This is an optimization exercise on Yosys and OpenROAD, whose aim is small area, a short achievable clock period and few clock cycles per item, not a production implementation. Function was checked by simulation only, so behaviour that the tests miss may differ from the original. Power is estimated from default activity; no workload was simulated.

==> flow/design.v (excerpt) <==
module conv_pool (
	input  logic        clk,
	input  logic        rst_n,
	input  logic        enable,
	input  logic [7:0]  input_data,
	output logic        busy,
	input  logic        wb_cyc,
	input  logic        wb_stb,
	input  logic        wb_we,
	input  logic [3:0]  wb_adr,
	input  logic [7:0]  wb_dat_i,
	output logic        wb_ack,
	output logic [7:0]  wb_dat_o,
	output logic        res_wen,
	output logic [1:0]  res_addr,
	output logic [31:0] res_data,
	output logic [3:0]  res_bytemask,
	output logic        done
);
	logic       ack_q;
	logic [3:0] rdat_q;
	logic [5:0] wenc [9];
	logic [3:0] bias_q;
	logic [2:0] shift_q;
	logic [3:0] rdat;
	logic       access;
	logic       wr_q;
	logic [3:0] wadr_q;
	logic [3:0] wdat_q;
	logic [5:0] wdat_enc;
	assign access = wb_cyc && wb_stb && !ack_q;
	function automatic logic [3:0] wdec(input logic [5:0] e);
		wdec = {e[5], e[3] ^ e[2], e[2], e[0]};
	endfunction
	always_comb begin
		rdat = 4'h0;
		case (wb_adr)
			4'd0: rdat = wdec(wenc[0]);
			4'd1: rdat = wdec(wenc[1]);
			4'd2: rdat = wdec(wenc[2]);
			4'd3: rdat = wdec(wenc[3]);
			4'd4: rdat = wdec(wenc[4]);
			4'd5: rdat = wdec(wenc[5]);
			4'd6: rdat = wdec(wenc[6]);
			4'd7: rdat = wdec(wenc[7]);
			4'd8: rdat = wdec(wenc[8]);
			4'd9: rdat = bias_q;
			4'd10: rdat = {1'b0, shift_q};
			default: ;
		endcase
	end
	assign wdat_enc = {wdat_q[3],
		(wdat_q[3] & ~wdat_q[2] & ~wdat_q[1]) | (~wdat_q[3] & wdat_q[2] & wdat_q[1]),
		wdat_q[2] ^ wdat_q[1],
		wdat_q[1], wdat_q[1] & ~wdat_q[0], wdat_q[0]};
	always_ff @(posedge clk) begin
		if (!rst_n) begin
			for (int i = 0; i < 9; i++) wenc[i] <= 6'd0;
			bias_q  <= 4'd0;
			shift_q <= 3'd0;
			ack_q   <= 1'b0;
			wr_q    <= 1'b0;
		end else begin
			ack_q <= access;
			wr_q  <= access && wb_we;
			if (wr_q) begin
				for (int i = 0; i < 9; i++) begin
					if (wadr_q == 4'(i)) wenc[i] <= wdat_enc;
				end
				if (wadr_q == 4'd9) bias_q <= wdat_q;
				if (wadr_q == 4'd10) shift_q <= wdat_q[2:0];
			end
		end
	end
	always_ff @(posedge clk) begin
		rdat_q <= rdat;
		wadr_q <= wb_adr;
		wdat_q <= wb_dat_i[3:0];
	end
	assign wb_ack   = ack_q;
	assign wb_dat_o = {4'h0, rdat_q};
	logic       run;
	logic       busy_q;
	logic [6:0] cnt;
	logic [6:0] m;
  ...
For scale: ~76 I/O pins, roughly 0.018 mm2 of cells after synthesis.
clock: 10.0 ns
lec_check: 0
abc_area: 1
cap_margin: 20
core_margin: 2
core_utilization: 40
slew_margin: 20
standard.sh (not shown) runs the stock make flow with config.mk's settings and CLKGATE_MAP_FILE= SYNTH_SCRIPT=/design/flow/synth_recipe.tcl, a recipe that flattens the netlist after the stock synthesis.
==> flow/flow/run.sh <==
#!/bin/bash
# The standard layout, with timing repair aimed at a tighter setup margin
# than the 10 ns clock needs (the SDC and clock period are unchanged)
bash standard.sh SETUP_SLACK_MARGIN=6.6 finish > standard.log 2>&1
Testbench counts at the start, summed over its fixed seeds: cycles 4,416, images 64.
Next try:
--- a/flow/flow/run.sh
+++ b/flow/flow/run.sh
@@ -4 +4 @@
-bash standard.sh SETUP_SLACK_MARGIN=6.6 finish > standard.log 2>&1
+bash standard.sh SETUP_SLACK_MARGIN=7.4 finish > standard.log 2>&1
After rerunning: The new run went through all stages and came out clean. Maximum frequency came out higher by 1.8%. Total power came out higher by 11%. Design area came out higher by 12%. Utilization came out higher by 5.5 points. Sequential power stays flat. Setup slack gets better by 60 ps. Cell count came out higher by 3.7%.
Next try:
--- a/flow/flow/run.sh
+++ b/flow/flow/run.sh
@@ -4 +4 @@
-bash standard.sh SETUP_SLACK_MARGIN=7.4 finish > standard.log 2>&1
+bash standard.sh SETUP_SLACK_MARGIN=7.0 finish > standard.log 2>&1
After rerunning:
- cell area is lower by 3.1%
- wire length shrinks by 1.2%
- synthesized area stays the same
- total power shrinks by 1.2%
Next try:
--- a/flow/flow/run.sh
+++ b/flow/flow/run.sh
@@ -4 +4 @@
-bash standard.sh SETUP_SLACK_MARGIN=7.0 finish > standard.log 2>&1
+bash standard.sh SETUP_SLACK_MARGIN=6.6 finish > standard.log 2>&1
CORE_UTILIZATION = 65   (was 40)
The new run completed without violations.
Power fell by 9.9%.
Setup slack is worse by 130 ps.
Utilization rose by 24 points.
Clock-buffer cell count stays the same.
Routed wire length fell by 5.2%.
Cell count fell by 11%.
Worst hold slack is about the same.
Die area fell by 38%.
Clock skew is about the same.
Final area fell by 8.9%.
Sequential power barely changes.

========
Setup of run A:
Starting RTL as in the previous note.
make LEC_CHECK=0 ABC_AREA=1 CAP_MARGIN=20 CORE_MARGIN=2 CORE_UTILIZATION=40 SLEW_MARGIN=20 finish   # period 10.0 ns
run.sh (not shown) runs the stock make flow with config.mk's settings and CLKGATE_MAP_FILE= SYNTH_SCRIPT=/design/flow/synth_recipe.tcl, a recipe that flattens the netlist after the stock synthesis.
Stock flow here: none of the scripts above is used.
Per the final summary, run A finished and its layout is clean on timing, DRC and antenna.
Testbench counts of run A, summed over its fixed seeds: cycles 4,416, images 64.
> inputs changed (run A -> run B)
==> flow/flow/run.sh (new file) <==
#!/bin/bash
# The standard layout, with timing repair aimed at a tighter setup margin
# than the 10 ns clock needs (the SDC and clock period are unchanged)
bash standard.sh SETUP_SLACK_MARGIN=6.8 finish > standard.log 2>&1
==> flow/standard.sh (new file) <==
#!/bin/bash
# synth_recipe.tcl (not shown) runs the flow's synth.tcl, then flattens the netlist and writes it again
# the make line also repeats each setting of config.mk as NAME=value (left out here)
make -C /OpenROAD-flow-scripts/flow DESIGN_CONFIG=/design/flow/config.mk WORK_HOME=/design/flow/orfs CLKGATE_MAP_FILE= SYNTH_SCRIPT=/design/flow/synth_recipe.tcl "${@:-finish}"
-- flow/config.mk --
<<< run A, line 11
export CORE_UTILIZATION = 40
export SLEW_MARGIN = 20
>>> run B, line 11
export CORE_UTILIZATION = 40
export CTS_BUF_LIST = sky130_fd_sc_hd__clkbuf_8
export CTS_CLUSTER_DIAMETER = 50
export CTS_CLUSTER_SIZE = 18
export SLEW_MARGIN = 20
removed: flow/run.sh
==> results.txt <==
Run B against run A: global router's overall resource usage rose by 0.19 points, multi-input gate area in the final layout went up, clock-buffer cell count fell by 25%. Count of flip-flops with a built-in enable after synthesis came out exactly the same in run B and run A. In run B, share of total power in the clock network is lower than in run A. Going from run A to run B, total power shrank by a little under 10%. Run B vs run A: met1 usage in global routing up.
Inputs modified between run B and run C:
==> flow/flow/run.sh <==
#!/bin/bash
# The standard layout, with timing repair aimed at a tighter setup margin
# than the 10 ns clock needs (the SDC and clock period are unchanged)
bash standard.sh SETUP_SLACK_MARGIN=6.6 finish > standard.log 2>&1
-- flow/config.mk --
<<< run B, line 11
export CORE_UTILIZATION = 40
export CTS_BUF_LIST = sky130_fd_sc_hd__clkbuf_8
export CTS_CLUSTER_DIAMETER = 50
export CTS_CLUSTER_SIZE = 18
export SLEW_MARGIN = 20
>>> run C, line 11
export CORE_UTILIZATION = 40
export CTS_BUF_LIST = sky130_fd_sc_hd__clkbuf_16
export CTS_CLUSTER_DIAMETER = 80
export CTS_CLUSTER_SIZE = 30
export SLEW_MARGIN = 20
Results
- Half-perimeter wire length of the detailed placement result | run C above run B
- Run B → run C: CTS H-tree depth moved down, number of instances in the synthesized netlist level.
- Looking at cell at the slowest stage of the critical path, the fa_2 result is from run B; the fa_1 one comes from run C.
- Run C — maximum operating frequency 9.7 MHz lower, run B as reference
- [compare] base=run B new=run C: cell area lower, clock network fraction of design power rose by 1.1 points.
- The run showing the greater first-pass GRT wire length is run B.
Edits applied to the flow inputs when going from run C to run D:
-- flow/config.mk --
<<< run C, line 11
export CORE_UTILIZATION = 40
export CTS_BUF_LIST = sky130_fd_sc_hd__clkbuf_16
export CTS_CLUSTER_DIAMETER = 80
export CTS_CLUSTER_SIZE = 30
export SLEW_MARGIN = 20
>>> run D, line 11
export CORE_UTILIZATION = 40
export CTS_BUF_LIST = sky130_fd_sc_hd__clkbuf_8
export CTS_CLUSTER_DIAMETER = 50
export CTS_CLUSTER_SIZE = 18
export SLEW_MARGIN = 20
## What came out
On top fanout value on the critical path, the higher figure sits with run D, not run C. Run D vs. run C: utilization has remained practically unchanged; combinational share of power has increased; met2 track demand over resource in global routing has remained practically unchanged; shortest clock period the worst path allows after layout has decreased; post-layout worst setup margin has increased. Run D has global-route usage above what run C had. Area after detailed placement: run C vs run D identical.
Changes in run E relative to run D:
==> flow/flow/run.sh <==
#!/bin/bash
# The standard layout, with timing repair aimed at a tighter setup margin
# than the 10 ns clock needs (the SDC and clock period are unchanged), and
# plain buffers on the ports
bash standard.sh SETUP_SLACK_MARGIN=6.6 "BUFFER_PORTS_ARGS=-buffer_cell sky130_fd_sc_hd__buf_2" finish > standard.log 2>&1
--- outcome ---
Of run D and run E, run D shows the higher final non-filler cell area, with run E below it. Run D and run E ended up with nearly the same total routing usage reported by global routing. Summary of run E over run D: depth of the worst register-to-register path went down, antenna diode instance count did not really move, met2 demand-to-capacity share in global routing went up, post-route fraction of the period consumed by the critical path went up, initial antenna violation count went up. Run E completed end to end with timing, DRC and antenna clean. Run D | stages: all done | timing, DRC, antenna: all pass. Relative to run D, the cell count measured on run E has increased slightly. Setup WNS run D -> run E: worse.
Edits applied to the flow inputs when going from run E to run F:
==> flow/flow/run.sh <==
#!/bin/bash
# The standard layout, with timing repair aimed at a tighter setup margin
# than the 10 ns clock needs (the SDC and clock period are unchanged)
bash standard.sh SETUP_SLACK_MARGIN=6.6 finish > standard.log 2>&1
-- flow/config.mk --
<<< run E, line 12
export CTS_BUF_LIST = sky130_fd_sc_hd__clkbuf_8
export CTS_CLUSTER_DIAMETER = 50
export CTS_CLUSTER_SIZE = 18
export SLEW_MARGIN = 20
>>> run F, line 12
export CTS_BUF_LIST = sky130_fd_sc_hd__clkbuf_8
export CTS_CLUSTER_DIAMETER = 60
export CTS_CLUSTER_SIZE = 24
export SLEW_MARGIN = 20
Notes after the runs:
Relative to run E, the final instance area measured on run F has increased slightly.
Multi-input logic portion of the cell area (lower): run F
Going from run E to run F, depth of the critical timing path with buffers and inverters included went up; setup slack of the critical path after layout went up; top achievable clock speed went up; share of power burned in registers did not really move; final-stage net count went down.

[re-timing with driven ports]
No port has a modelled driver above. Below, the same layouts with a new extraction and two added sets of constraints. Step 1 (the two cells are an assumption about what drives the block):
set clk [get_ports {clk}]
set_driving_cell -lib_cell sky130_fd_sc_hd__clkbuf_16 $clk
set_driving_cell -lib_cell sky130_fd_sc_hd__buf_2 [delete_from_list [all_inputs] $clk]
Step 2 also shifts input and output timing later by t, the mid clock arrival at the registers, as if the neighbouring blocks saw the same clock. Three values: no drivers, after step 1, after step 2; two values: the first two.
run | shift t [ns] | slack for setup (ns) | worst setup path after step 2 | slew at the worst register clock pin (ns) | worst data-port slew with drivers (ns)
the first run of note 1 | 0.599 | 6.654 / 6.681 / 6.083 | input to register | 0.06 / 0.06 | 0.07
the second run of note 1 | 0.607 | 6.714 / 6.714 / 6.714 | register to register | 0.06 / 0.06 | 0.07
the third run of note 1 | 0.602 | 6.765 / 6.765 / 6.402 | input to register | 0.06 / 0.06 | 0.07
the fourth run of note 1 | 0.579 | 6.639 / 6.585 / 6.270 | input to register | 0.06 / 0.06 | 0.07
run A | 0.597 | 6.027 / 6.027 / 6.027 | register to register | 0.06 / 0.06 | 0.07
run B | 0.673 | 6.761 / 6.746 / 6.135 | input to register | 0.11 / 0.11 | 0.07
run C | 0.611 | 6.656 / 6.656 / 6.159 | input to register | 0.11 / 0.11 | 0.07
run D | 0.649 | 6.713 / 6.671 / 6.144 | input to register | 0.10 / 0.10 | 0.07
run E | 0.661 | 6.696 / 6.696 / 6.500 | input to register | 0.11 / 0.11 | 0.08
run F | 0.661 | 6.707 / 6.667 / 6.142 | input to register | 0.12 / 0.12 | 0.07
After both steps every run listed still meets setup and hold. For run B, which loses most, drivers alone change the setup slack by -0.015 ns; drivers and shift together by -0.626 ns.
